This design comes from an exercise in tuning for small area, a short achievable clock period and few clock cycles per item on the open sky130 flow, not from production work.
At most, simulation tests tie the RTL to the original design; equivalence was not proved.
The RTL of runs 1 to 3, 6 and 7 was laid out without a check of its function.
Power figures rest on the tool's default switching activity, not on a simulated workload.

==> flow/design.v (outline; a module is shown in full before it is edited, if it fits) <==
// module rda_g_nand2: 3 lines
// module rda_g_nor2: 3 lines
// module rda_g_xor2: 3 lines
// module rda_g_xnor2: 3 lines
// module rda_g_inv: 3 lines
// module rda_g_majn: 3 lines
// module rda_g_aoi21: 3 lines
// module rda_g_oai21: 3 lines
// module rda_prefix_stage: 1243 lines
// module rda_carry_resolve: 472 lines
// module rda_core: 45 lines
// module rda_hold_mux: 10 lines
// module rda_result_buffer: 82 lines
// module rda_out_reg: 28 lines
// module rda_out_mux: 14 lines
// module rda_top: 38 lines
module rda_top (
	input  logic        clk,
	input  logic        rst,
	input  logic [63:0] req_a,
	input  logic [63:0] req_b,
	input  logic        req_cin,
	input  logic        req_valid,
	output logic        req_credit,
	output logic [64:0] rsp_sum,
	output logic        rsp_valid,
	input  logic        rsp_credit
);
  // ...
==> flow/run.sh <==
#!/bin/bash
# synth_recipe.tcl (not shown) runs the flow's synth.tcl, then flattens the netlist and writes it again
# the make line also repeats each setting of config.mk as NAME=value (left out here)
make -C /OpenROAD-flow-scripts/flow DESIGN_CONFIG=/design/flow/config.mk WORK_HOME=/design/flow/orfs CLKGATE_MAP_FILE= SYNTH_SCRIPT=/design/flow/synth_recipe.tcl finish
==> flow/config.mk <==
export PLATFORM = sky130hd
export DESIGN_NAME = rda_top
export DESIGN_NICKNAME = rda_top
export VERILOG_FILES = /design/flow/design.v
export SDC_FILE = /design/flow/constraint.sdc
export NUM_CORES = 4
export LEC_CHECK = 0
export CAP_MARGIN = 20
export CORE_MARGIN = 2
export CORE_UTILIZATION = 40
export CTS_CLUSTER_DIAMETER = 80
export CTS_CLUSTER_SIZE = 30
export SETUP_SLACK_MARGIN = 1.6
export SLEW_MARGIN = 20
export SYNTH_HIERARCHICAL = 1
==> flow/constraint.sdc <==
create_clock -name core_clock -period 3.6 [get_ports {clk}]
set_input_delay 0.7200 -clock core_clock [delete_from_list [all_inputs] [get_ports {clk}]]
set_output_delay 0.7200 -clock core_clock [all_outputs]
set_load 0.01 [all_outputs]
==> metrics.cfg, run 1 <==
[clock_network]
hold_buffers = 0
clock_latency_ns = 0.59
cts_tree = done

[final_layout]
layout.nets = 2345
multiInputGateArea_um2 = 8820
nMultiInputCombCells = 1272
syn2layout_area_growth_pct = 20.8
regMostFlops = u_buffer.mem
final_util_pct = 48.6
buffers = 299
seq_share_pct = 51.5
drive_gt1_share_pct = 20.1
stdcell_area_um2 = 29200

[power_and_ir_drop]
pg_seq_mw = 8.63
pwr-share-seq_pct = 55.2
p_per_area_nw_per_um2 = 535
p_sw_share_pct = 29.2
clockPowerShare_pct = 22.1

[worst_setup_path]
reg2reg_depth = 8
cp.depth = 8
rr_endpoint = u_buffer.mem[3][7]
rrSetupSlack_ns = 1.57
critical_path.endpoint = u_buffer.mem[3][7]
crit_path_max_fanout = 9

[global_route]
use_met1_pct = 24.8

[floorplan]
tap_cells = 782
initial_core_util_pct = 40.2

[timing]
setup_viol = 0
clock_skew_ns = 0.0275
rsz0062_at_grt = yes
setup_ws_ns = 1.57
fin_crit_sh_pct = 56.4

[min_path]
hp-class = reg -> reg
worstHoldPathCells = 2

[drt]
dr_wl_met3_um = 3270
route.met2.wl_um = 31600
wl_per_cell_um = 20.9

[synth]
synthesis.area_um2 = 24100
syn-instance-count = 1967

[outcome]
status = no timing/DRC/antenna violations

==> run 2, diff against run 1 <==
--- a/flow/config.mk
+++ b/flow/config.mk
@@ -7,9 +7,10 @@
 export LEC_CHECK = 0
 export CAP_MARGIN = 20
 export CORE_MARGIN = 2
-export CORE_UTILIZATION = 40
+export CORE_UTILIZATION = 60
 export CTS_CLUSTER_DIAMETER = 80
 export CTS_CLUSTER_SIZE = 30
+export PLACE_DENSITY = 0.72
 export SETUP_SLACK_MARGIN = 1.6
 export SLEW_MARGIN = 20
 export SYNTH_HIERARCHICAL = 1
==> run 2 against run 1 <==
- die area decreased by 33%
- setup slack got worse by 0.26 ns
- via count increased by 8.4%
- sequential share of layout area decreased by 1.1 points
- hold slack improved by 0.0085 ns
- cell area increased by 2.0%
- clock power decreased by 3%
- synthesized area unchanged
- sequential power about the same
- critical path type unchanged
- largest power group unchanged
==> metrics.cfg, run 2 <==
[outcome]
status = no timing/DRC/antenna violations

[synth]
yosys_warnings = 11
synthesis.area_um2 = 24100  ; unchanged
synthesis.nets = 2102
syn-instance-count = 1967  ; unchanged
syn_avg_cell_area_um2 = 12.3

[worst_setup_path]
cp_data_arrival_time_ns = 2.55
critPathMaxStageDelay_ns = 0.48
cp_top_family = buffers and inverters
crit_chain = a222oi_1 -> buf_4 -> buf_12 -> buf_6 -> nand4_4 -> clkinvlp_4 -> buf_12 -> buf_12 -> buf_16
worstSetupStartpointType = flop
critPathSlowestCell = a222oi_1
worstPathRequired_ns = 3.87
critPathBufInv = 7
r2r_start = u_buffer.full_v[1]
endpoint_kind = flop
crit_type = reg -> reg
crit_top_cell = buf_12
rr_endpoint = u_buffer.mem[2][49]
crit_path_max_fanout = 8  ; -1
rrSetupSlack_ns = 1.31  ; -0.26 ns
reg2reg_depth = 9  ; +1

[timing]
worst_pin_slew_ns = 0.854
fmax_ghz = 0.438
period_needed_ns = 2.29
setup_viol = 0  ; unchanged
rsz0062_at_grt = yes
clock_skew_ns = 0.0334  ; +0.00592 ns
finalMaxSlewViolations = 0
tns_ns = 0
hold_viol_final = 0
holdWs_ns = 0.476
max_slew_margin_pct = 43.0
fin_crit_sh_pct = 63.5  ; +7.1 points

[global_route]
grt_pass1_wl_um = 93700
antenna_found_initial = 0
grt_max_degree = 68
grt_pass1_vias = 16400
grt_usage_pct = 29.3
grt_overflow_total = 0

[final_layout]
fillerInstances = 2582
largest_register_ffs = 390
syn2layout_area_growth_pct = 23.2
reg_top3 = u_buffer.mem (390), u_core.hold_q (71), u_buffer.u_out.rsp_sum (65)
ff_latch_area_um2 = 15000
multiInputGateArea_um2 = 8720  ; -1.2%
final_common_cell = edfxtp_1
final_cell_mix = 390 x edfxtp_1, 257 x nand2_1, 224 x nor2_1
regMostFlops = u_buffer.mem
drive_gt1_share_pct = 20.6  ; +0.44 points
layout.nets = 2405  ; +2.6%

[placement]
hpwlAfterDp_um = 36400
gp_congestion = 0.915
port_buffers = 199

[clock_network]
clk_pin_slew_worst_paths_ns = 0.11
cts.sinks = 552
root_buffer = clkbuf_16
clk_path_buf_depth = 3
cts-htree-levels = 1
numCtsBuffers = 25
cts_tree = done
hold_buffers = 0  ; unchanged
clock_latency_ns = 0.59  ; about the same

[floorplan]
fp-row-count = 73
initial_core_util_pct = 60.8  ; +21 points
io_pins = 200
chipWidth_um = 205
core_um2 = 39700
die_y_um = 205
die-area_um2 = 41900

[drt]
postRouteAntennaNets = 0
first_iter_violations = 2090
vias = 17500
wl_per_cell_um = 24.5  ; +17%
vias_per_cell = 6.21
routed_wirelength_um = 68900
drc = 0
first_pass_iters = 6

[min_path]
holdPathEnd = u_buffer.u_out.rsp_sum[30]
worstHoldPathCells = 2  ; unchanged
hp-class = reg -> reg
worstHoldStart = u_buffer.mem[1][30]

[power_and_ir_drop]
p_per_area_nw_per_um2 = 525  ; -2.0%
peakVddDrop_mv = 0.469
p_leak_nw = 10.7

[job]
cap_viol_max_count = 0

==> run 2: how the worst max path moves through the flow <==
stage | start | endpoint | slack (ns) | depth (start not counted)
after floorplan | u_buffer.full_v[1] | u_buffer.mem[1][0] | 1.38 | 4
after global routing | u_buffer.full_v[1] | u_buffer.u_out.rsp_sum[31] | 1.28 | 8
after global placement | u_buffer.full_v[0] | u_buffer.u_out.rsp_sum[63] | 0.84 | 7
after detailed placement | u_buffer.full_v[0] | u_buffer.u_out.rsp_sum[39] | 0.72 | 7
final | u_buffer.full_v[1] | u_buffer.mem[2][49] | 1.31 | 9
after CTS | u_buffer.full_v[1] | u_buffer.u_out.rsp_sum[33] | 1.44 | 8
==> run 2: final cells by class <==
type                            instances  area share, %
Antenna cell                            1        0.00841
Timing Repair inverter                  3         0.0799
Sequential cell                       552           50.4
Clock buffer                           33           2.20
Multi-Input combinational cell       1274           29.3
Tap cell                              525           2.21
Clock inverter                         12          0.467
Inverter                               59          0.912
Timing Repair Buffer                  355           14.4
==> run 2: metal layers <==
layer	track usage [%]	wire length (µm)	vias to the layer above
met5	0	0	-
met4	8.07	2960	0
li1	-	-	7842
met1	38.3	26200	8530
met2	51.4	33700	939
met3	4.01	6030	176
==> run 2: through the flow <==
step	power (mW)	instance area [µm²]	util [%]	std cells	setup WS [ns]
floorplan	10.6	24200	-	1967	1.38
global placement	12.2	26600	66.9	2636	0.845
detailed placement	12.3	26600	66.9	2636	0.717
CTS	15.4	28400	71.5	2749	1.44
global route	16.2	29800	74.9	2813	1.28
finish	15.6	29800	74.9	2814	1.31
==> run 2: power by group <==
group	total, mW	internal [mW]	switching (mW)	leakage, nW
Sequential	8.60	7.93	0.664	4.89
Combinational	3.64	1.69	1.95	5.45
Clock	3.37	1.37	2.01	0.383
==> run 2: repair_timing <==
action                     in CTS  in global routing
pin swaps                      37                 65
setup endpoints to repair     571                481
resized for setup             151                103
gates cloned                   18                 27
setup buffers                  50                 37
==> run 2: worst min-delay path: cells and delay by family, from the launching register on <==
kind / cells / cell delay (ns)
AO/OA/AOI/OAI: 1 / 0.06
AND/OR/NAND/NOR: 1 / 0.06
flip-flops: 1 / 0.34
==> run 3, diff against run 2 <==
==> flow/flow/run.sh (new file) <==
#!/bin/bash
# Layout flow: the standard synthesis and ORFS flow, with the port buffers
# made from plain buffers (buf_4) instead of the delay cells buffer_ports picks by default.
set -euo pipefail
cd "$(dirname "$0")/.."
bash standard.sh synth > synth.log 2>&1
bash standard.sh "BUFFER_PORTS_ARGS=-buffer_cell sky130_fd_sc_hd__buf_4" finish > layout.log 2>&1
test -f out/final.def
==> flow/standard.sh (new file) <==
#!/bin/bash
# synth_recipe.tcl (not shown) runs the flow's synth.tcl, then flattens the netlist and writes it again
# the make line also repeats each setting of config.mk as NAME=value (left out here)
make -C /OpenROAD-flow-scripts/flow DESIGN_CONFIG=/design/flow/config.mk WORK_HOME=/design/flow/orfs CLKGATE_MAP_FILE= SYNTH_SCRIPT=/design/flow/synth_recipe.tcl "${@:-finish}"
--- a/flow/config.mk
+++ b/flow/config.mk
@@ -7,10 +7,9 @@
 export LEC_CHECK = 0
 export CAP_MARGIN = 20
 export CORE_MARGIN = 2
-export CORE_UTILIZATION = 60
+export CORE_UTILIZATION = 40
 export CTS_CLUSTER_DIAMETER = 80
 export CTS_CLUSTER_SIZE = 30
-export PLACE_DENSITY = 0.72
 export SETUP_SLACK_MARGIN = 1.6
 export SLEW_MARGIN = 20
 export SYNTH_HIERARCHICAL = 1
removed: flow/run.sh
==> run 3 against run 2 <==
- maximum frequency increased by 13%
- total power increased by 0.92%
- die area increased by 49%
- clock skew decreased by 0.0075 ns
- still clean
- critical path type unchanged
- largest power group unchanged
==> metrics.cfg, run 3 <==
[outcome]
status = no timing/DRC/antenna violations

[power_and_ir_drop]
p_sw_share_pct = 29.7  ; +0.12 points
peakVddDrop_mv = 0.288  ; -39%
p_sw_mw = 4.68  ; +1.3%
clockPowerShare_pct = 23.0  ; +1.4 points
p_int_mw = 11.1  ; +0.74%
pwr-share-seq_pct = 54.5  ; -0.6 points
p_leak_nw = 10.3  ; -4.4%
p_per_area_nw_per_um2 = 555  ; +5.7%
power_frac_comb_pct = 22.5  ; -0.8 points
finalPower_mw = 15.8  ; +0.92%

[final_layout]
regMostFlops = u_buffer.mem
final_common_cell = edfxtp_1
fillerInstances = 5315  ; +110%
multiInputGateArea_um2 = 8530  ; -2.2%
insertedDiodeCount = 0  ; -1
largest_register_ffs = 390  ; unchanged
stdcell_area_um2 = 28400  ; -4.5%
final_cells = 3013  ; +7.1%
ff_latch_area_um2 = 15000  ; -0.10%
reg_top3 = u_buffer.mem (390), u_core.hold_q (71), u_buffer.u_out.rsp_sum (65)
syn2layout_area_growth_pct = 17.7
layout.nets = 2346  ; -2.5%
final_cell_mix = 390 x edfxtp_1, 258 x nand2_1, 254 x buf_4
drive_gt1_share_pct = 25.2  ; +4.6 points

[drt]
first_pass_iters = 7  ; +1
postRouteAntennaNets = 0  ; unchanged
wl_per_cell_um = 20.7  ; -15%
first_iter_violations = 1563  ; -25%
vias = 16200  ; -7.6%
vias_per_cell = 5.36  ; -14%
drc = 0  ; unchanged
routed_wirelength_um = 62500  ; -9.4%

[timing]
finalMaxSlewViolations = 0  ; unchanged
fmax_ghz = 0.493  ; +13%
tns_ns = 0  ; unchanged
worst_pin_slew_ns = 0.669  ; -0.185 ns
max_slew_margin_pct = 55.1  ; +12 points
rsz0062_at_grt = yes
fin_crit_sh_pct = 56.4  ; -7.1 points
period_needed_ns = 2.03  ; -0.256 ns
setup_viol = 0  ; unchanged
hold_viol_final = 0  ; unchanged
clock_skew_ns = 0.0259  ; -0.00746 ns

[global_route]
grt_overflow_total = 0  ; unchanged
grt_max_degree = 66  ; -2.9%
grt_pass1_wl_um = 92600  ; -1.3%
antenna_found_initial = 0  ; unchanged
grt_pass1_vias = 16100  ; -2.2%
grt_usage_pct = 18.9  ; -10 points

[clock_network]
cts.sinks = 552  ; unchanged
clk_path_buf_depth = 3  ; unchanged
root_buffer = clkbuf_16
clk_pin_slew_worst_paths_ns = 0.11  ; about the same
cts_tree = done
numCtsBuffers = 27  ; +8.0%
clock_latency_ns = 0.59  ; about the same
cts-htree-levels = 1  ; unchanged

[min_path]
worstHoldPathCells = 2  ; unchanged
hp-class = in -> reg
worstHoldStart = rst

[placement]
dp_cells = 2894  ; +9.8%
hpwlAfterDp_um = 38300  ; +5.1%
postPlaceCellArea_um2 = 26400  ; -0.63%
gp_congestion = 0.907  ; -0.91%
port_buffers = 199  ; unchanged

[worst_setup_path]
rrSetupSlack_ns = 1.57  ; +0.26 ns
cp_data_arrival_time_ns = 2.49  ; -0.06 ns
reg2reg_depth = 7  ; -2
cp.depth = 7  ; -2
rr_endpoint = u_buffer.u_out.rsp_sum[20]
cp_top_family = compound AO/OA/AOI/OAI gates
critPathSlowestCell = dfxtp_4
r2r_start = u_buffer.rd_oh[1]
critical_path.endpoint = u_buffer.u_out.rsp_sum[20]
critPathLaunch = u_buffer.rd_oh[1]
crit_chain = a22o_4 -> o311ai_4 -> clkinv_4 -> buf_12 -> buf_16 -> a222oi_1 -> nand3_1
worstSetupStartpointType = flop
crit_type = reg -> reg
critPathMaxStageDelay_ns = 0.38  ; -0.10 ns
critPathBufInv = 3  ; -4
endpoint_kind = flop
crit_path_max_fanout = 8  ; unchanged
worstPathRequired_ns = 4.06  ; +0.19 ns

[floorplan]
initial_core_util_pct = 40.2  ; -21 points
chipWidth_um = 250  ; +22%
fp-row-count = 90  ; +23%
die_y_um = 250  ; +22%
io_pins = 200  ; unchanged
core_um2 = 60000  ; +51%
die-area_um2 = 62300  ; +49%

[synth]
synthesis.nets = 2102  ; unchanged
syn-instance-count = 1967  ; unchanged
synthesis.area_um2 = 24100  ; unchanged
yosys_warnings = 11  ; unchanged
syn_avg_cell_area_um2 = 12.3  ; unchanged

[job]
cap_viol_max_count = 0  ; unchanged

-- run 3: cell types whose count changed in the layout (fill, tap and decap cells not counted), sizes merged, moves of 6 or more --
cell	delta
buf	+153
clkbuf	-13
clkdlybuf4s15	-8
clkdlybuf4s50	-128
dlygate4sd2	-57
inv	+6
-- run 3: metal layers --
layer	vias to the layer above	GRT usage [%]	wire [µm]	part of all wire (%)
met5	-	0	0	0
met4	0	3.56	925	1.5
li1	7707	-	-	-
met2	467	33.1	31300	50
met3	54	1.89	3410	5.5
met1	7936	25.5	26800	43
-- run 3: power groups by stage --
stage                     clock network, mW  logic [mW]  registers [mW]
final                                  3.63        3.54            8.58
after global routing                   3.93        3.87            8.68
after CTS                              3.71        3.54            8.59
after detailed placement                  0        3.47            8.73
after global placement                    0        3.41            8.72
after floorplan                           0        2.01            8.59
-- run 3: worst min path at each step --
stage                                             to  slack [ns]
after floorplan                  u_buffer.credits[3]        0.43
after global placement    u_buffer.u_out.rsp_sum[51]        0.45
after detailed placement  u_buffer.u_out.rsp_sum[31]        0.45
after CTS                           u_core.sum_valid        0.42
after global routing                u_core.sum_valid        0.43
final                               u_core.sum_valid        0.45
-- run 3: repair_timing --
item | 4_1_cts | 5_1_grt
resized for setup | 39 | 27
hold buffers | 0 | 0
buffers inserted | 32 | 20
setup endpoints to repair | 458 | 338
pin swaps | 24 | 64
cloned | 8 | 10
-- run 3: per-stage QoR --
stage	util, %	hold slack [ns]	setup slack (ns)
after floorplan	-	0.433	1.38
after global placement	44.0	0.449	1.06
after detailed placement	44.0	0.454	1.04
after CTS	46.4	0.416	1.55
after global routing	47.3	0.434	1.52
final	47.3	0.451	1.57
-- run 3: cell type report --
cell class / instances / share of cell area, %
sequential: 552 / 52.7
multi-input combinational: 1272 / 30.0
timing repair buffer: 297 / 9.68
tap: 782 / 3.44
clock buffer: 34 / 2.48
inverter: 59 / 0.889
clock inverter: 15 / 0.705
timing repair inverter: 2 / 0.0528
==> module rda_result_buffer, before the edit <==
module rda_result_buffer (
	input  logic        clk,
	input  logic        rst,
	input  logic [64:0] push_data,
	input  logic        push_valid,
	output logic        push_take,
	output logic [64:0] rsp_sum,
	output logic        rsp_valid,
	input  logic        rsp_credit,
	output logic        req_credit
);
	localparam int DEPTH = 6;
	logic [64:0]      mem [0:DEPTH-1];
	logic [DEPTH-1:0] wr_oh;
	logic [DEPTH-1:0] rd_oh;
	logic [DEPTH-1:0] full_v;
	logic             head_v;
	logic             tail_v;
	logic [3:0]       credits;
	logic             out_v;
	logic             valid_q;
	logic             pop;
	logic             f_pop;
	logic             f_push;
	logic             out_v_next;
	logic [3:0]       credits_next;
	logic [DEPTH:0]   out_sel;
	logic [65*DEPTH-1:0] out_src;
	assign pop = valid_q;
	assign head_v = |(full_v & rd_oh);
	assign tail_v = |(full_v & wr_oh);
	assign f_pop = (~out_v | pop) & head_v;
	assign f_push = push_valid & ~tail_v;
	assign push_take = f_push;
	assign out_v_next = f_pop | (out_v & ~pop);
	always_comb begin
		case ({rsp_credit, pop})
			2'b10: credits_next = {credits[2:0], 1'b1};
			2'b01: credits_next = {1'b0, credits[3:1]};
			default: credits_next = credits;
		endcase
	end
	always_ff @(posedge clk) begin
		for (int k = 0; k < DEPTH; k++)
			if (f_push & wr_oh[k])
				mem[k] <= push_data;
	end
	always_ff @(posedge clk) begin
		if (rst) begin
			wr_oh <= DEPTH'(1);
			rd_oh <= DEPTH'(1);
			full_v <= '0;
			out_v <= 1'b0;
			credits <= 4'b1111;
			valid_q <= 1'b0;
		end else begin
			if (f_push)
				wr_oh <= {wr_oh[DEPTH-2:0], wr_oh[DEPTH-1]};
			if (f_pop)
				rd_oh <= {rd_oh[DEPTH-2:0], rd_oh[DEPTH-1]};
			full_v <= (full_v & ~({DEPTH{f_pop}} & rd_oh)) | ({DEPTH{f_push}} & wr_oh);
			out_v <= out_v_next;
			credits <= credits_next;
			valid_q <= out_v_next & credits_next[0];
		end
	end
	for (genvar k = 0; k < DEPTH; k++) begin : g_sel
		assign out_sel[k] = f_pop & rd_oh[k];
		assign out_src[65*k +: 65] = mem[k];
	end
	assign out_sel[DEPTH] = ~f_pop;
	rda_out_reg #(.N(DEPTH + 1)) u_out (
		.clk       (clk),
		.rst       (rst),
		.sel       (out_sel),
		.src       (out_src),
		.valid_d   (out_v_next & credits_next[0]),
		.rsp_sum   (rsp_sum),
		.rsp_valid (rsp_valid),
		.req_credit(req_credit)
	);
endmodule
==> module rda_top, before the edit <==
module rda_top (
	input  logic        clk,
	input  logic        rst,
	input  logic [63:0] req_a,
	input  logic [63:0] req_b,
	input  logic        req_cin,
	input  logic        req_valid,
	output logic        req_credit,
	output logic [64:0] rsp_sum,
	output logic        rsp_valid,
	input  logic        rsp_credit
);
	logic [64:0] core_sum;
	logic        core_valid;
	logic        core_take;
	rda_core u_core (
		.clk       (clk),
		.rst       (rst),
		.req_a     (req_a),
		.req_b     (req_b),
		.req_cin   (req_cin),
		.req_valid (req_valid),
		.take      (core_take),
		.sum_out   (core_sum),
		.sum_valid (core_valid)
	);
	rda_result_buffer u_buffer (
		.clk        (clk),
		.rst        (rst),
		.push_data  (core_sum),
		.push_valid (core_valid),
		.push_take  (core_take),
		.rsp_sum    (rsp_sum),
		.rsp_valid  (rsp_valid),
		.rsp_credit (rsp_credit),
		.req_credit (req_credit)
	);
endmodule
==> run 4, diff against run 3 <==
--- a/flow/design.v
+++ b/flow/design.v
@@ -1800,6 +1800,7 @@
 	input  logic        rst,
 	input  logic [64:0] push_data,
 	input  logic        push_valid,
+	input  logic        push_arrive,
 	output logic        push_take,
 	output logic [64:0] rsp_sum,
 	output logic        rsp_valid,
@@ -1811,17 +1812,25 @@
 	logic [DEPTH-1:0] wr_oh;
 	logic [DEPTH-1:0] rd_oh;
 	logic [DEPTH-1:0] full_v;
-	logic             head_v;
-	logic             tail_v;
 	logic [3:0]       credits;
 	logic             out_v;
 	logic             valid_q;
+	logic [DEPTH-1:0] we_q;
+	logic [DEPTH:0]   sel_q;
 	logic             pop;
+	logic             head_v;
+	logic             tail_v;
 	logic             f_pop;
 	logic             f_push;
 	logic             out_v_next;
+	logic             valid_next;
 	logic [3:0]       credits_next;
-	logic [DEPTH:0]   out_sel;
+	logic [DEPTH-1:0] wr_oh_next;
+	logic [DEPTH-1:0] rd_oh_next;
+	logic [DEPTH-1:0] full_v_next;
+	logic             push_valid_next;
+	logic             f_push_next;
+	logic             f_pop_next;
 	logic [65*DEPTH-1:0] out_src;
 	assign pop = valid_q;
 	assign head_v = |(full_v & rd_oh);
@@ -1837,9 +1846,16 @@
 			default: credits_next = credits;
 		endcase
 	end
+	assign valid_next = out_v_next & credits_next[0];
+	assign wr_oh_next = f_push ? {wr_oh[DEPTH-2:0], wr_oh[DEPTH-1]} : wr_oh;
+	assign rd_oh_next = f_pop ? {rd_oh[DEPTH-2:0], rd_oh[DEPTH-1]} : rd_oh;
+	assign full_v_next = (full_v & ~({DEPTH{f_pop}} & rd_oh)) | ({DEPTH{f_push}} & wr_oh);
+	assign push_valid_next = push_arrive | (push_valid & ~f_push);
+	assign f_push_next = push_valid_next & ~(|(full_v_next & wr_oh_next));
+	assign f_pop_next = (~out_v_next | valid_next) & (|(full_v_next & rd_oh_next));
 	always_ff @(posedge clk) begin
 		for (int k = 0; k < DEPTH; k++)
-			if (f_push & wr_oh[k])
+			if (we_q[k])
 				mem[k] <= push_data;
 	end
 	always_ff @(posedge clk) begin
@@ -1850,28 +1866,28 @@
 			out_v <= 1'b0;
 			credits <= 4'b1111;
 			valid_q <= 1'b0;
+			we_q <= '0;
+			sel_q <= {1'b1, {DEPTH{1'b0}}};
 		end else begin
-			if (f_push)
-				wr_oh <= {wr_oh[DEPTH-2:0], wr_oh[DEPTH-1]};
-			if (f_pop)
-				rd_oh <= {rd_oh[DEPTH-2:0], rd_oh[DEPTH-1]};
-			full_v <= (full_v & ~({DEPTH{f_pop}} & rd_oh)) | ({DEPTH{f_push}} & wr_oh);
+			wr_oh <= wr_oh_next;
+			rd_oh <= rd_oh_next;
+			full_v <= full_v_next;
 			out_v <= out_v_next;
 			credits <= credits_next;
-			valid_q <= out_v_next & credits_next[0];
+			valid_q <= valid_next;
+			we_q <= {DEPTH{f_push_next}} & wr_oh_next;
+			sel_q <= {~f_pop_next, {DEPTH{f_pop_next}} & rd_oh_next};
 		end
 	end
-	for (genvar k = 0; k < DEPTH; k++) begin : g_sel
-		assign out_sel[k] = f_pop & rd_oh[k];
+	for (genvar k = 0; k < DEPTH; k++) begin : g_src
 		assign out_src[65*k +: 65] = mem[k];
 	end
-	assign out_sel[DEPTH] = ~f_pop;
 	rda_out_reg #(.N(DEPTH + 1)) u_out (
 		.clk       (clk),
 		.rst       (rst),
-		.sel       (out_sel),
+		.sel       (sel_q),
 		.src       (out_src),
-		.valid_d   (out_v_next & credits_next[0]),
+		.valid_d   (valid_next),
 		.rsp_sum   (rsp_sum),
 		.rsp_valid (rsp_valid),
 		.req_credit(req_credit)
@@ -1951,6 +1967,7 @@
 		.rst        (rst),
 		.push_data  (core_sum),
 		.push_valid (core_valid),
+		.push_arrive(req_valid),
 		.push_take  (core_take),
 		.rsp_sum    (rsp_sum),
 		.rsp_valid  (rsp_valid),
--- a/flow/config.mk
+++ b/flow/config.mk
@@ -10,6 +10,6 @@
 export CORE_UTILIZATION = 40
 export CTS_CLUSTER_DIAMETER = 80
 export CTS_CLUSTER_SIZE = 30
-export SETUP_SLACK_MARGIN = 1.6
+export SETUP_SLACK_MARGIN = 1.85
 export SLEW_MARGIN = 20
 export SYNTH_HIERARCHICAL = 1
==> run 4 against run 3 <==
- still clean on timing, DRC and antenna
- via count increased by 0.32%
- count of clock-buffer cells in the layout increased by 4
- maximum frequency increased by 7.6%
- clock skew decreased by 0.0072 ns
- largest power group unchanged
==> metrics.cfg, run 4 <==
[outcome]
status = no timing/DRC/antenna violations

[placement]
hpwlAfterDp_um = 40200  ; +5.0%
port_buffers = 199  ; unchanged
gp_congestion = 0.892  ; -1.6%

[drt]
wl_per_cell_um = 20.9  ; +0.84%
vias = 16200  ; +0.32%
routed_wirelength_um = 62600  ; +0.14%
postRouteAntennaNets = 0  ; unchanged
first_pass_iters = 6  ; -1
vias_per_cell = 5.42  ; +1.0%
drc = 0  ; unchanged
first_iter_violations = 1412  ; -9.7%

[global_route]
grt_overflow_total = 0  ; unchanged
grt_max_degree = 66  ; unchanged
grt_pass1_wl_um = 94400  ; +2.0%
grt_pass1_vias = 16300  ; +1.5%
antenna_found_initial = 0  ; unchanged
grt_usage_pct = 19.1  ; +0.20 points

[min_path]
worstHoldPathCells = 2  ; unchanged
holdPathEnd = u_buffer.u_out.rsp_sum[61]
hp-class = reg -> reg
worstHoldStart = u_buffer.mem[5][61]

[worst_setup_path]
crit_type = reg -> reg
cp_data_arrival_time_ns = 2.36  ; -0.13 ns
crit_chain = a22oi_2 -> a32oi_4 -> buf_12 -> mux2i_4 -> o22ai_2 -> o31ai_4 -> nor2_1
rr_endpoint = u_buffer.sel_q[0]
worstSetupStartpointType = flop
critPathMaxStageDelay_ns = 0.39  ; about the same
endpoint_kind = flop
worstPathRequired_ns = 4.07  ; about the same
critPathBufInv = 1  ; -2
reg2reg_depth = 7  ; unchanged
critPathSlowestCell = dfxtp_4
rrSetupSlack_ns = 1.71  ; +0.14 ns
r2r_start = u_buffer.full_v[1]
crit_path_max_fanout = 7  ; -1
cp_top_family = compound AO/OA/AOI/OAI gates

[timing]
setup_viol = 0  ; unchanged
fmax_ghz = 0.530  ; +7.6%
hold_viol_final = 0  ; unchanged
tns_ns = 0  ; unchanged
max_slew_margin_pct = 28.7  ; -26 points
period_needed_ns = 1.89  ; -0.143 ns
rsz0062_at_grt = yes
finalMaxSlewViolations = 0  ; unchanged
worst_pin_slew_ns = 1.07  ; +0.400 ns
clock_skew_ns = 0.0187  ; -0.00718 ns
fin_crit_sh_pct = 52.4  ; -4.0 points

[final_layout]
final_common_cell = edfxtp_1
layout.nets = 2325  ; -0.90%
drive_gt1_share_pct = 31.6  ; +6.4 points
regMostFlops = u_buffer.mem
reg_top3 = u_buffer.mem (390), u_core.hold_q (71), u_buffer.u_out.rsp_sum (65)
syn2layout_area_growth_pct = 18.3
insertedDiodeCount = 0  ; unchanged
fillerInstances = 5340  ; +0.47%
largest_register_ffs = 390  ; unchanged
final_cell_mix = 390 x edfxtp_1, 243 x nand2_1, 234 x nor2_1

[floorplan]
die-area_um2 = 63300  ; +1.5%
fp-row-count = 90  ; unchanged
io_pins = 200  ; unchanged
initial_core_util_pct = 40.5  ; +0.30 points
die_y_um = 252  ; +0.73%
chipWidth_um = 252  ; +0.73%
core_um2 = 60500  ; +0.75%

[synth]
synthesis.area_um2 = 24500  ; +1.5%
yosys_warnings = 11  ; unchanged
syn-instance-count = 1992  ; +1.3%
synthesis.nets = 2127  ; +1.2%
syn_avg_cell_area_um2 = 12.3  ; +0.22%

[clock_network]
cts-htree-levels = 1  ; unchanged
clk_path_buf_depth = 3  ; unchanged
cts.sinks = 565  ; +2.4%
clock_latency_ns = 0.59  ; about the same
root_buffer = clkbuf_16
cts_tree = done
clk_pin_slew_worst_paths_ns = 0.11  ; about the same
hold_buffers = 0  ; unchanged
numCtsBuffers = 26  ; -3.7%

[power_and_ir_drop]
finalPower_mw = 16.6  ; +5.1%
peakVddDrop_mv = 0.346  ; +20%
p_leak_nw = 10.4  ; +0.97%
p_per_area_nw_per_um2 = 571  ; +3.0%

[job]
cap_viol_max_count = 0  ; unchanged

==> run 4: final cells by class <==
cell class              count  area [µm²]  share of cell area [%]
clock inverters            10         143                   0.492
flip-flops and latches    565       15400                    53.2
repair buffers            257        2230                    7.71
well taps                 782         978                    3.37
multi-input cells        1298        9250                    31.9
clock buffers              38         791                    2.73
inverters                  42         165                   0.570
==> run 4: layer usage <==
metal	share of wire (%)	track usage [%]
met2	49	33.5
met4	1.8	3.66
met5	0	0
met1	44	25.7
met3	4.7	2.00
==> run 4: worst reg2reg max path, cell delays in order, from the launching register on <==
cell     delay [ns]
dfxtp_4        0.39
a22oi_2        0.10
a32oi_4        0.25
buf_12         0.19
mux2i_4        0.26
o22ai_2        0.13
o31ai_4        0.39
nor2_1         0.08
==> run 4: how the worst max path moves through the flow <==
stage                                         start                end  slack (ns)  cells past startpoint
after floorplan                             req_cin  u_core.hold_q[12]        1.66                      8
after global placement                      req_cin  u_core.hold_q[12]        1.41                      9
after detailed placement          u_buffer.wr_oh[0]   u_buffer.we_q[4]        1.35                      6
after CTS                 u_buffer.u_out.rsp_sum[1]         rsp_sum[1]        1.74                      1
after global routing             u_buffer.full_v[1]  u_buffer.sel_q[1]        1.64                      7
final                            u_buffer.full_v[1]  u_buffer.sel_q[0]        1.71                      7
==> run 4: what timing repair did <==
| item | 4_1_cts | 5_1_grt |
|---|---|---|
| setup buffers | 29 | 6 |
| cloned | 0 | 0 |
| setup endpoints to repair | 290 | 276 |
| pin swaps | 10 | 11 |
| resized for setup | 214 | 47 |
==> run 4: where the power goes <==
| part | internal, mW | switching (mW) | total, mW |
|---|---|---|---|
| combinational | 1.99 | 1.80 | 3.79 |
| clock | 1.63 | 2.11 | 3.74 |
| sequential | 8.18 | 0.854 | 9.04 |
==> run 4: stage by stage <==
stage                     util (%)  std cells  hold slack (ns)  worst slack (ns)  instance area, µm²
final                         47.9       2992            0.462              1.71               29000
after global routing          47.9       2992            0.479              1.64               29000
after CTS                     47.4       2986            0.470              1.74               28600
after detailed placement      44.4       2909            0.454              1.35               26800
after global placement        44.4       2909            0.451              1.41               26800
after floorplan                  -       1992            0.440              1.66               24900
Testbench counts of run 4, summed over its fixed seeds: cycles 16,024, items 16,000.
==> run 5, diff against run 4 <==
--- a/flow/config.mk
+++ b/flow/config.mk
@@ -10,6 +10,6 @@
 export CORE_UTILIZATION = 40
 export CTS_CLUSTER_DIAMETER = 80
 export CTS_CLUSTER_SIZE = 30
-export SETUP_SLACK_MARGIN = 1.85
+export SETUP_SLACK_MARGIN = 1.6
 export SLEW_MARGIN = 20
 export SYNTH_HIERARCHICAL = 1
==> run 5 against run 4 <==
- highest routed layer unchanged
- critical path depth shrank 6
- sequential power shrank 2%
- wire length shrank 3.0%
- final cell count shrank 0.80%
- still clean
- critical endpoint is now rsp_sum[19]
==> metrics.cfg, run 5 <==
[outcome]
status = no timing/DRC/antenna violations

[floorplan]
chipWidth_um = 252  ; unchanged
io_pins = 200  ; unchanged
fp-row-count = 90  ; unchanged
core_um2 = 60500  ; unchanged
die_y_um = 252  ; unchanged
initial_core_util_pct = 40.5  ; unchanged
die-area_um2 = 63300  ; unchanged

[drt]
first_pass_iters = 8  ; +2
first_iter_violations = 1271  ; -10%
vias = 15900  ; -1.8%
wl_per_cell_um = 20.4  ; -2.2%
postRouteAntennaNets = 0  ; unchanged
routed_wirelength_um = 60700  ; -3.0%
vias_per_cell = 5.36  ; -1.0%
drc = 0  ; unchanged

[timing]
finalMaxSlewViolations = 0  ; unchanged
period_needed_ns = 1.95  ; +0.0609 ns
rsz0062_at_grt = no
worst_pin_slew_ns = 1.01  ; -0.0593 ns
max_slew_margin_pct = 32.7  ; +4.0 points
tns_ns = 0  ; unchanged
setup_viol = 0  ; unchanged
clock_skew_ns = 0.0195  ; +0.000754 ns
fin_crit_sh_pct = 54.1  ; +1.7 points
fmax_ghz = 0.513  ; -3.1%
hold_viol_final = 0  ; unchanged

[final_layout]
regMostFlops = u_buffer.mem
reg_top3 = u_buffer.mem (390), u_core.hold_q (71), u_buffer.u_out.rsp_sum (65)
drive_gt1_share_pct = 22.6  ; -9.0 points
insertedDiodeCount = 0  ; unchanged
final_cells = 2968  ; -0.80%
final_cell_mix = 390 x edfxtp_1, 269 x nor2_1, 250 x nand2_1
layout.nets = 2303  ; -0.95%
stdcell_area_um2 = 27700  ; -4.4%
final_common_cell = edfxtp_1
syn2layout_area_growth_pct = 13.1
largest_register_ffs = 390  ; unchanged

[clock_network]
cts-htree-levels = 1  ; unchanged
clk_pin_slew_worst_paths_ns = 0.11  ; about the same
clock_latency_ns = 0.59  ; about the same
root_buffer = clkbuf_16
cts_tree = done
clk_path_buf_depth = 3  ; unchanged
numCtsBuffers = 24  ; -7.7%
hold_buffers = 0  ; unchanged
cts.sinks = 565  ; unchanged

[power_and_ir_drop]
p_leak_nw = 9.91  ; -4.3%
peakVddDrop_mv = 0.320  ; -7.5%
finalPower_mw = 15.6  ; -6.1%
p_per_area_nw_per_um2 = 561  ; -1.8%

[placement]
port_buffers = 199  ; unchanged
hpwlAfterDp_um = 40200  ; about the same
dp_cells = 2908  ; -0.034%
gp_congestion = 0.891  ; about the same
postPlaceCellArea_um2 = 26600  ; -1.0%

[worst_setup_path]
endpoint_kind = primary output
worstPathRequired_ns = 2.88  ; -1.19 ns
crit_chain = buf_4
cp_data_arrival_time_ns = 1.23  ; -1.13 ns
critPathBufInv = 1  ; unchanged
critPathSlowestCell = dfxtp_1
worstSetupStartpointType = flop
crit_path_max_fanout = 2  ; -5
cp_top_family = flip-flops
critPathMaxStageDelay_ns = 0.47  ; +0.08 ns
rrSetupSlack_ns = 1.69  ; -0.02 ns
crit_type = reg -> out

[synth]
syn-instance-count = 1992  ; unchanged
syn_avg_cell_area_um2 = 12.3  ; unchanged
yosys_warnings = 11  ; unchanged
synthesis.nets = 2127  ; unchanged
synthesis.area_um2 = 24500  ; unchanged

[global_route]
grt_usage_pct = 18.7  ; -0.39 points
grt_pass1_wl_um = 92400  ; -2.2%
grt_pass1_vias = 15900  ; -2.6%
antenna_found_initial = 0  ; unchanged
grt_overflow_total = 0  ; unchanged
grt_max_degree = 66  ; unchanged

[min_path]
hp-class = reg -> reg

[job]
cap_viol_max_count = 0  ; unchanged

==> run 5: cell types whose count changed in the layout (fill, tap and decap cells not counted), moves of 19 or more <==
cell     before  now
dfxtp_1      76  149
o21ai_2      27    2
dfxtp_2      61   16
buf_4       185  228
buf_6        68    0
o21ai_1      79  107
xnor2_1      44   63
nor2_1      234  269
dfxtp_4      38   10
nor2_2       23    1
==> run 5: tightest hold or removal path, cell delays in order, from the launching register on <==
cell and delay [ns]:
edfxtp_1 0.34, a222oi_1 0.06, nand3_1 0.06
==> run 5: final timing paths <==
check / startpoint / end / depth (start not counted)
worst max-delay path: u_buffer.u_out.rsp_sum[19] / rsp_sum[19] / 1
worst min-delay path: u_buffer.mem[5][0] / u_buffer.u_out.rsp_sum[0] / 2
worst max register to register: u_buffer.rd_oh[1] / u_buffer.sel_q[0] / 7
worst min register to register: u_buffer.mem[5][0] / u_buffer.u_out.rsp_sum[0] / 2
==> run 5: repair_timing <==
action,4_1_cts,5_1_grt
resized for setup,15,34
setup buffers,4,11
gates cloned,0,1
hold endpoints to repair,0,0
setup endpoints to repair,118,99
pin swaps,3,3
==> run 5: layout make-up <==
cell class / count / area (µm²)
fill: 5436 / 32700
sequential: 565 / 15300
multi-input combinational: 1299 / 8670
timing repair buffer: 236 / 1870
tap: 782 / 978
clock buffer: 38 / 706
inverter: 42 / 158
clock inverter: 6 / 68.8
==> run 5: stage by stage <==
step | setup slack, ns | hold slack (ns) | util, %
detailed placement | 1.30 | 0.453 | 43.9
floorplan | 1.64 | 0.440 | -
finish | 1.65 | 0.476 | 45.8
global placement | 1.36 | 0.448 | 43.9
CTS | 1.60 | 0.478 | 45.4
global route | 1.59 | 0.498 | 45.8
==> run 5: per-layer routing <==
metal	vias to the layer above	GRT usage, %	wire length [µm]	share of wire, %
met1	7756	24.8	26000	43
li1	7667	-	-	-
met3	61	2.09	3200	5.3
met4	0	4.35	1200	2.0
met5	-	0	0	0
met2	434	32.8	30200	50
==> run 5: power breakdown <==
part	leakage, nW	internal (mW)	total (mW)	switching (mW)
Clock	0.378	1.41	3.40	1.99
Sequential	5.00	8.05	8.84	0.791
Combinational	4.53	1.61	3.32	1.71
Total	9.91	11.1	15.6	4.49
==> run 6, diff against run 5 <==
--- a/flow/design.v
+++ b/flow/design.v
@@ -1811,7 +1811,7 @@
 	logic [64:0]      mem [0:DEPTH-1];
 	logic [DEPTH-1:0] wr_oh;
 	logic [DEPTH-1:0] rd_oh;
-	logic [DEPTH-1:0] full_v;
+	logic [DEPTH-1:0] cnt_t;
 	logic [3:0]       credits;
 	logic             out_v;
 	logic             valid_q;
@@ -1827,14 +1827,14 @@
 	logic [3:0]       credits_next;
 	logic [DEPTH-1:0] wr_oh_next;
 	logic [DEPTH-1:0] rd_oh_next;
-	logic [DEPTH-1:0] full_v_next;
+	logic [DEPTH-1:0] cnt_t_next;
 	logic             push_valid_next;
 	logic             f_push_next;
 	logic             f_pop_next;
 	logic [65*DEPTH-1:0] out_src;
 	assign pop = valid_q;
-	assign head_v = |(full_v & rd_oh);
-	assign tail_v = |(full_v & wr_oh);
+	assign head_v = cnt_t[0];
+	assign tail_v = cnt_t[DEPTH-1];
 	assign f_pop = (~out_v | pop) & head_v;
 	assign f_push = push_valid & ~tail_v;
 	assign push_take = f_push;
@@ -1849,10 +1849,16 @@
 	assign valid_next = out_v_next & credits_next[0];
 	assign wr_oh_next = f_push ? {wr_oh[DEPTH-2:0], wr_oh[DEPTH-1]} : wr_oh;
 	assign rd_oh_next = f_pop ? {rd_oh[DEPTH-2:0], rd_oh[DEPTH-1]} : rd_oh;
-	assign full_v_next = (full_v & ~({DEPTH{f_pop}} & rd_oh)) | ({DEPTH{f_push}} & wr_oh);
+	always_comb begin
+		case ({f_push, f_pop})
+			2'b10: cnt_t_next = {cnt_t[DEPTH-2:0], 1'b1};
+			2'b01: cnt_t_next = {1'b0, cnt_t[DEPTH-1:1]};
+			default: cnt_t_next = cnt_t;
+		endcase
+	end
 	assign push_valid_next = push_arrive | (push_valid & ~f_push);
-	assign f_push_next = push_valid_next & ~(|(full_v_next & wr_oh_next));
-	assign f_pop_next = (~out_v_next | valid_next) & (|(full_v_next & rd_oh_next));
+	assign f_push_next = push_valid_next & ~cnt_t_next[DEPTH-1];
+	assign f_pop_next = (~out_v_next | valid_next) & cnt_t_next[0];
 	always_ff @(posedge clk) begin
 		for (int k = 0; k < DEPTH; k++)
 			if (we_q[k])
@@ -1862,7 +1868,7 @@
 		if (rst) begin
 			wr_oh <= DEPTH'(1);
 			rd_oh <= DEPTH'(1);
-			full_v <= '0;
+			cnt_t <= '0;
 			out_v <= 1'b0;
 			credits <= 4'b1111;
 			valid_q <= 1'b0;
@@ -1871,7 +1877,7 @@
 		end else begin
 			wr_oh <= wr_oh_next;
 			rd_oh <= rd_oh_next;
-			full_v <= full_v_next;
+			cnt_t <= cnt_t_next;
 			out_v <= out_v_next;
 			credits <= credits_next;
 			valid_q <= valid_next;
==> flow/flow/run.sh (replaced) <==
#!/bin/bash
# Layout flow: the standard synthesis and ORFS flow, with the port buffers
# made from plain buffers (buf_2, resized later by timing repair) instead of the
# delay cells buffer_ports picks by default.
set -euo pipefail
cd "$(dirname "$0")/.."
bash standard.sh synth > synth.log 2>&1
bash standard.sh "BUFFER_PORTS_ARGS=-buffer_cell sky130_fd_sc_hd__buf_2" finish > layout.log 2>&1
test -f out/final.def
--- a/flow/config.mk
+++ b/flow/config.mk
@@ -10,6 +10,6 @@
 export CORE_UTILIZATION = 40
 export CTS_CLUSTER_DIAMETER = 80
 export CTS_CLUSTER_SIZE = 30
-export SETUP_SLACK_MARGIN = 1.6
+export SETUP_SLACK_MARGIN = 1.75
 export SLEW_MARGIN = 20
 export SYNTH_HIERARCHICAL = 1
==> run 6 against run 5 <==
- via count is 1.3% lower
- non-clock buffer count is 12 lower
- clock power is 5% higher
- hold slack hardly changed
==> metrics.cfg, run 6 <==
[final_layout]
final_common_cell = edfxtp_1
reg_top3 = u_buffer.mem (390), u_core.hold_q (71), u_buffer.u_out.rsp_sum (65)
syn2layout_area_growth_pct = 12.9
final_cell_mix = 390 x edfxtp_1, 253 x nor2_1, 249 x nand2_1
final_cells = 2946  ; -0.74%
layout.nets = 2282  ; -0.91%
drive_gt1_share_pct = 25.8  ; +3.2 points
largest_register_ffs = 390  ; unchanged
regMostFlops = u_buffer.mem
final_util_pct = 45.7  ; -0.19 points
insertedDiodeCount = 0  ; unchanged

[placement]
pre_cts_ws_ns = 1.27  ; -0.0292 ns
gp_congestion = 0.868  ; -2.6%
dp_cells = 2894  ; -0.48%
hpwlAfterDp_um = 39100  ; -2.8%
port_buffers = 199  ; unchanged

[floorplan]
chipWidth_um = 251  ; -0.18%
io_pins = 200  ; unchanged
fp-row-count = 90  ; unchanged
die-area_um2 = 63000  ; -0.35%
initial_core_util_pct = 40.5  ; -0.072 points
die_y_um = 251  ; -0.18%
core_um2 = 60400  ; -0.19%

[clock_network]
clk_path_buf_depth = 3  ; unchanged
cts-htree-levels = 1  ; unchanged
cts_tree = done
clock_latency_ns = 0.59  ; about the same
numCtsBuffers = 26  ; +8.3%
clk_pin_slew_worst_paths_ns = 0.11  ; about the same
cts.sinks = 565  ; unchanged
root_buffer = clkbuf_16

[timing]
rsz0062_at_grt = yes
hold_viol_final = 0  ; unchanged
tns_ns = 0  ; unchanged
fmax_ghz = 0.549  ; +6.9%
period_needed_ns = 1.82  ; -0.126 ns
setup_viol = 0  ; unchanged
setup_ws_ns = 1.78  ; +0.126 ns
clock_skew_ns = 0.0190  ; -0.000525 ns
worst_pin_slew_ns = 1.08  ; +0.0721 ns
max_slew_margin_pct = 27.9  ; -4.8 points
finalMaxSlewViolations = 0  ; unchanged
fin_crit_sh_pct = 50.6  ; -3.5 points

[outcome]
status = no timing/DRC/antenna violations

[synth]
syn_avg_cell_area_um2 = 12.3  ; +0.24%
synthesis.area_um2 = 24400  ; -0.36%
synthesis.nets = 2117  ; -0.47%
yosys_warnings = 11  ; unchanged
syn-instance-count = 1980  ; -0.60%

[drt]
vias = 15700  ; -1.3%
drc = 0  ; unchanged
postRouteAntennaNets = 0  ; unchanged
first_pass_iters = 8  ; unchanged
routed_wirelength_um = 59800  ; -1.5%
first_iter_violations = 1280  ; +0.71%
wl_per_cell_um = 20.3  ; -0.77%
vias_per_cell = 5.33  ; -0.53%

[global_route]
use_met1_pct = 23.9  ; -0.88 points
antenna_found_initial = 0  ; unchanged
grt_use_met3_pct = 2.26  ; +0.16 points
grt_max_degree = 66  ; unchanged
grt_overflow_total = 0  ; unchanged
top_usage_layer = met2
grt_usage_pct = 18.3  ; -0.38 points
met2_usage_pct = 32.9  ; +0.15 points
grt_pass1_vias = 15500  ; -2.7%
grt_pass1_wl_um = 90200  ; -2.4%

[power_and_ir_drop]
p_leak_nw = 9.88  ; -0.33%
p_per_area_nw_per_um2 = 596  ; +6.2%
finalPower_mw = 16.4  ; +5.5%
peakVddDrop_mv = 0.311  ; -2.6%

[worst_setup_path]
crit_type = reg -> out
worstPathRequired_ns = 2.88  ; about the same
crit_chain = buf_6
cp_data_arrival_time_ns = 1.10  ; -0.13 ns
cp_top_family = flip-flops
endpoint_kind = primary output
worstSetupStartpointType = flop
critPathMaxStageDelay_ns = 0.40  ; -0.07 ns
critPathBufInv = 1  ; unchanged
critPathSlowestCell = dfxtp_4
crit_path_max_fanout = 2  ; unchanged

[min_path]
hp-class = reg -> reg

[job]
cap_viol_max_count = 0  ; unchanged

[run 6: cell count changes in the layout (fill, tap and decap cells not counted), sizes merged, moves of 4 or more]
cell	previous run	this run
a221oi	0	4
o21ai	113	118
nand3	65	72
a2111oi	0	6
mux2i	11	6
nor2	270	254
buf	236	224
a21oi	103	99
clkinv	0	4
a22oi	137	133
a21boi	6	0
nor4	6	0
nor3	2	11
[run 6: timing repair]
item                                    4_1_cts  5_1_grt
endpoints found under the setup margin      244      235
setup buffers                                 3        2
endpoints found under the hold margin         0        0
gates resized for setup                      92       66
pin swaps                                     1        1
hold buffers                                  0        0
[run 6: power by group]
| group | internal, mW | switching [mW] |
|---|---|---|
| sequential | 8.22 | 0.886 |
| clock | 1.50 | 2.08 |
| combinational | 1.76 | 1.97 |
[run 6: worst paths after layout]
check / start / cells after the start / endpoint / slack, ns
worst min-delay path: u_buffer.mem[5][32] / 2 / u_buffer.u_out.rsp_sum[32] / 0.48
worst max register to register: u_buffer.valid_q / 6 / u_buffer.sel_q[6] / 1.84
worst max-delay path: u_buffer.u_out.rsp_sum[57] / 1 / rsp_sum[57] / 1.78
worst min register to register: u_buffer.mem[5][32] / 2 / u_buffer.u_out.rsp_sum[32] / 0.48
[run 6: per-layer routing]
metal | share of wire (%) | vias to the layer above
met5 | 0 | -
met4 | 1.2 | 0
met3 | 5.8 | 47
met2 | 51 | 450
met1 | 42 | 7632
li1 | - | 7587
[run 6: final cells by class]
| type | instances | area (µm²) |
|---|---|---|
| inverter | 46 | 178 |
| sequential | 565 | 15300 |
| fill | 5493 | 32800 |
| multi-input combinational | 1282 | 8720 |
| clock inverter | 11 | 148 |
| timing repair buffer | 224 | 1470 |
| clock buffer | 36 | 719 |
| tap | 782 | 978 |
[run 6: per-stage QoR]
step / cell area, µm² / hold slack (ns)
after floorplan: 24500 / 0.440
after global placement: 26000 / 0.445
after detailed placement: 26000 / 0.454
after CTS: 27200 / 0.473
after global routing: 27600 / 0.492
final: 27600 / 0.476
==> run 7, diff against run 6 <==
==> flow/flow/run.sh (replaced) <==
#!/bin/bash
# Layout flow: the standard synthesis and ORFS flow. The port buffers are placed by
# flow/ports.tcl (plain buffers) instead of ORFS's default buffer_ports choice.
set -euo pipefail
cd "$(dirname "$0")/.."
W=$(pwd)
bash standard.sh synth > synth.log 2>&1
bash standard.sh DONT_BUFFER_PORTS=1 "PRE_GLOBAL_PLACE_TCL=$W/flow/ports.tcl" finish > layout.log 2>&1
test -f out/final.def
==> flow/flow/ports.tcl (new file) <==
# Buffer every input and output port with a plain buffer; timing repair resizes them later
puts "Perform port buffering (flow/ports.tcl)..."
buffer_ports -inputs -buffer_cell sky130_fd_sc_hd__buf_2
buffer_ports -outputs -buffer_cell sky130_fd_sc_hd__buf_4
==> run 7 against run 6 <==
- combinational power shrank 27%
- critical path depth shrank 1
- still clean on timing, DRC and antenna
- clock skew shrank 0.00073 ns
- wire length grew 0.70%
- global-route usage grew 0.39 points
- die area is the same
- non-clock buffer count shrank 196
- total power shrank 5.8%
- critical path type unchanged
- first-iteration DRC count shrank 3.9%
- hold slack lost 0.29 ns
==> metrics.cfg, run 7 <==
[job]
cap_viol_max_count = 0  ; unchanged

[floorplan]
die-area_um2 = 63000  ; unchanged
fp-row-count = 90  ; unchanged
die_y_um = 251  ; unchanged
io_pins = 200  ; unchanged
chipWidth_um = 251  ; unchanged
core_um2 = 60400  ; unchanged
initial_core_util_pct = 40.5  ; unchanged

[drt]
routed_wirelength_um = 60200  ; +0.70%
first_iter_violations = 1230  ; -3.9%
postRouteAntennaNets = 0  ; unchanged
first_pass_iters = 5  ; -3
vias_per_cell = 5.52  ; +3.5%
wl_per_cell_um = 21.9  ; +7.9%
drc = 0  ; unchanged
vias = 15200  ; -3.4%

[worst_setup_path]
reg2reg_depth = 6  ; unchanged
rrSetupSlack_ns = 1.85  ; about the same
crit_path_max_fanout = 2  ; unchanged
rr_endpoint = u_buffer.sel_q[6]
worstSetupStartpointType = flop
worstPathRequired_ns = 2.88  ; about the same
crit_type = reg -> out
cp_data_arrival_time_ns = 1.08  ; -0.02 ns
endpoint_kind = primary output
r2r_start = u_buffer.valid_q

[clock_network]
clock_latency_ns = 0.60  ; about the same
clk_path_buf_depth = 3  ; unchanged
hold_buffers = 0  ; unchanged
cts.sinks = 565  ; unchanged
numCtsBuffers = 25  ; -3.8%
cts-htree-levels = 1  ; unchanged
root_buffer = clkbuf_16
clk_pin_slew_worst_paths_ns = 0.11  ; about the same
cts_tree = done

[power_and_ir_drop]
peakVddDrop_mv = 0.299  ; -3.8%
finalPower_mw = 15.5  ; -5.8%
p_per_area_nw_per_um2 = 589  ; -1.1%
p_leak_nw = 8.99  ; -8.9%

[global_route]
antenna_found_initial = 0  ; unchanged
grt_pass1_vias = 15200  ; -1.5%
grt_usage_pct = 18.7  ; +0.39 points
grt_overflow_total = 0  ; unchanged
grt_pass1_wl_um = 91100  ; +1.1%
grt_max_degree = 75  ; +14%

[timing]
tns_ns = 0  ; unchanged
period_needed_ns = 1.80  ; -0.0224 ns
setup_viol = 0  ; unchanged
clock_skew_ns = 0.0182  ; -0.000726 ns
fin_crit_sh_pct = 50.0  ; -0.62 points
worst_pin_slew_ns = 1.02  ; -0.0618 ns
hold_viol_final = 0  ; unchanged
max_slew_margin_pct = 32.0  ; +4.1 points
fmax_ghz = 0.556  ; +1.2%
rsz0062_at_grt = yes
finalMaxSlewViolations = 0  ; unchanged

[final_layout]
largest_register_ffs = 390  ; unchanged
regMostFlops = u_buffer.mem
reg_top3 = u_buffer.mem (390), u_core.hold_q (71), u_buffer.u_out.rsp_sum (65)
layout.nets = 2085  ; -8.6%
drive_gt1_share_pct = 16.2  ; -9.6 points
syn2layout_area_growth_pct = 7.47
fillerInstances = 5527  ; +0.62%
final_common_cell = edfxtp_1
final_cell_mix = 390 x edfxtp_1, 253 x nor2_1, 249 x nand2_1
insertedDiodeCount = 0  ; unchanged

[synth]
syn-instance-count = 1980  ; unchanged
yosys_warnings = 11  ; unchanged
syn_avg_cell_area_um2 = 12.3  ; unchanged
synthesis.nets = 2117  ; unchanged
synthesis.area_um2 = 24400  ; unchanged

[min_path]
holdPathEnd = u_buffer.sel_q[1]
worstHoldStart = rst
hp-class = in -> reg
worstHoldPathCells = 1  ; -1

[outcome]
status = no timing/DRC/antenna violations

[placement]
hpwlAfterDp_um = 39200  ; +0.39%
gp_congestion = 0.877  ; +1.0%
port_buffers = 199  ; unchanged

## run 7: timing repair
action	4_1_cts	5_1_grt
setup endpoints to repair	204	198
buffers inserted	3	4
pin swaps	1	1
endpoints found under the hold margin	0	0
gates resized for setup	28	31
## run 7: stage by stage
| stage | setup slack, ns | utilization (%) | cells | hold WS, ns | area, µm² |
|---|---|---|---|---|---|
| global route | 1.71 | 43.5 | 2749 | 0.152 | 26200 |
| global placement | 0.938 | 41.5 | 2696 | 0.449 | 25100 |
| floorplan | 1.66 | - | 1980 | 0.440 | 24500 |
| CTS | 1.75 | 43.1 | 2745 | 0.146 | 26000 |
| detailed placement | 0.834 | 41.5 | 2696 | 0.452 | 25100 |
| finish | 1.80 | 43.5 | 2749 | 0.191 | 26200 |
## run 7: routing by layer
layer / track usage (%) / wire length [µm] / vias up
met5: 0 / 0 / -
li1: - / - / 7183
met1: 24.8 / 26000 / 7517
met2: 32.4 / 29400 / 425
met3: 3.30 / 3960 / 57
met4: 3.37 / 885 / 0
## run 7: cell type report
| cell class | instances | area (µm²) | share of cell area, % |
|---|---|---|---|
| repair buffers | 28 | 323 | 1.23 |
| clock buffers | 35 | 683 | 2.60 |
| well taps | 782 | 978 | 3.73 |
| clock inverters | 11 | 119 | 0.453 |
| inverters | 46 | 178 | 0.677 |
| flip-flops and latches | 565 | 15300 | 58.2 |
| multi-input cells | 1282 | 8690 | 33.1 |
## run 7: worst max path at each step
stage / end / start / slack [ns] / cells past startpoint
after floorplan: u_core.hold_q[12] / req_cin / 1.66 / 8
after global placement: u_buffer.mem[2][54] / u_core.hold_q[64] / 0.94 / 5
after detailed placement: u_buffer.mem[3][54] / u_core.hold_q[64] / 0.83 / 5
after CTS: rsp_sum[55] / u_buffer.u_out.rsp_sum[55] / 1.75 / 0
after global routing: u_buffer.mem[4][47] / u_core.hold_q[33] / 1.71 / 6
final: rsp_sum[54] / u_buffer.u_out.rsp_sum[54] / 1.80 / 0
## run 7: worst register-to-register path, stage by stage (launching register included)
cell and delay (ns):
dfxtp_1 0.35, and2b_4 0.31, nor2_4 0.05, ha_4 0.32, a211o_2 0.14, o21ai_4 0.12, or3_1 0.36
## run 7: report_power, final
group | internal, mW | switching [mW]
Combinational | 1.27 | 1.45
Clock | 1.41 | 2.03
Sequential | 8.14 | 1.17

## separate check: timing with driven ports
No port has a modelled driver above. Below, the same layouts with a new extraction and two added sets of constraints. Step 1 assumes that a clkbuf_16 drives the clock port and a buf_2 every other input. Step 2 also shifts input and output timing later by t, the mid clock arrival at the registers, as if the neighbouring blocks saw the same clock. Three values: ideal ports, drivers, drivers and shift; two values: the first two.
run | t, ns | setup slack, ns | hold WS [ns] | worst data-port slew with drivers (ns) | max-slew violations | max-capacitance violations | cell pins on the clock port's net
run 1 | 0.643 | 1.570 / 1.567 / 1.028 | 0.468 / 0.468 / 0.468 | 0.07 | 0 / 0 | 0 / 0 | 1
run 2 | 0.627 | 1.315 / 1.315 / 1.040 | 0.476 / 0.476 / 0.476 | 0.05 | 0 / 0 | 0 / 0 | 1
run 3 | 0.636 | 1.570 / 1.570 / 1.151 | 0.451 / 0.424 / 0.468 | 0.04 | 0 / 0 | 0 / 0 | 1
run 4 | 0.639 | 1.713 / 1.713 / 1.378 | 0.462 / 0.462 / 0.462 | 0.10 | 0 / 0 | 0 / 0 | 1
run 5 | 0.636 | 1.652 / 1.598 / 1.286 | 0.476 / 0.476 / 0.476 | 0.07 | 0 / 0 | 0 / 0 | 1
run 6 | 0.637 | 1.779 / 1.722 / 1.354 | 0.476 / 0.476 / 0.476 | 0.09 | 0 / 0 | 0 / 0 | 1
run 7 | 0.643 | 1.801 / 0.956 / 0.313 | 0.191 / 0.464 / 0.464 | 2.53 | 0 / 75 | 0 / 1 | 1
After both steps setup and hold are still met in every run listed. With drivers on, slew violations rise in run 7. With drivers on, capacitance violations rise in run 7. The setup slack of run 7, which loses most, moves by -0.845 ns with the drivers and by -1.488 ns with both steps.
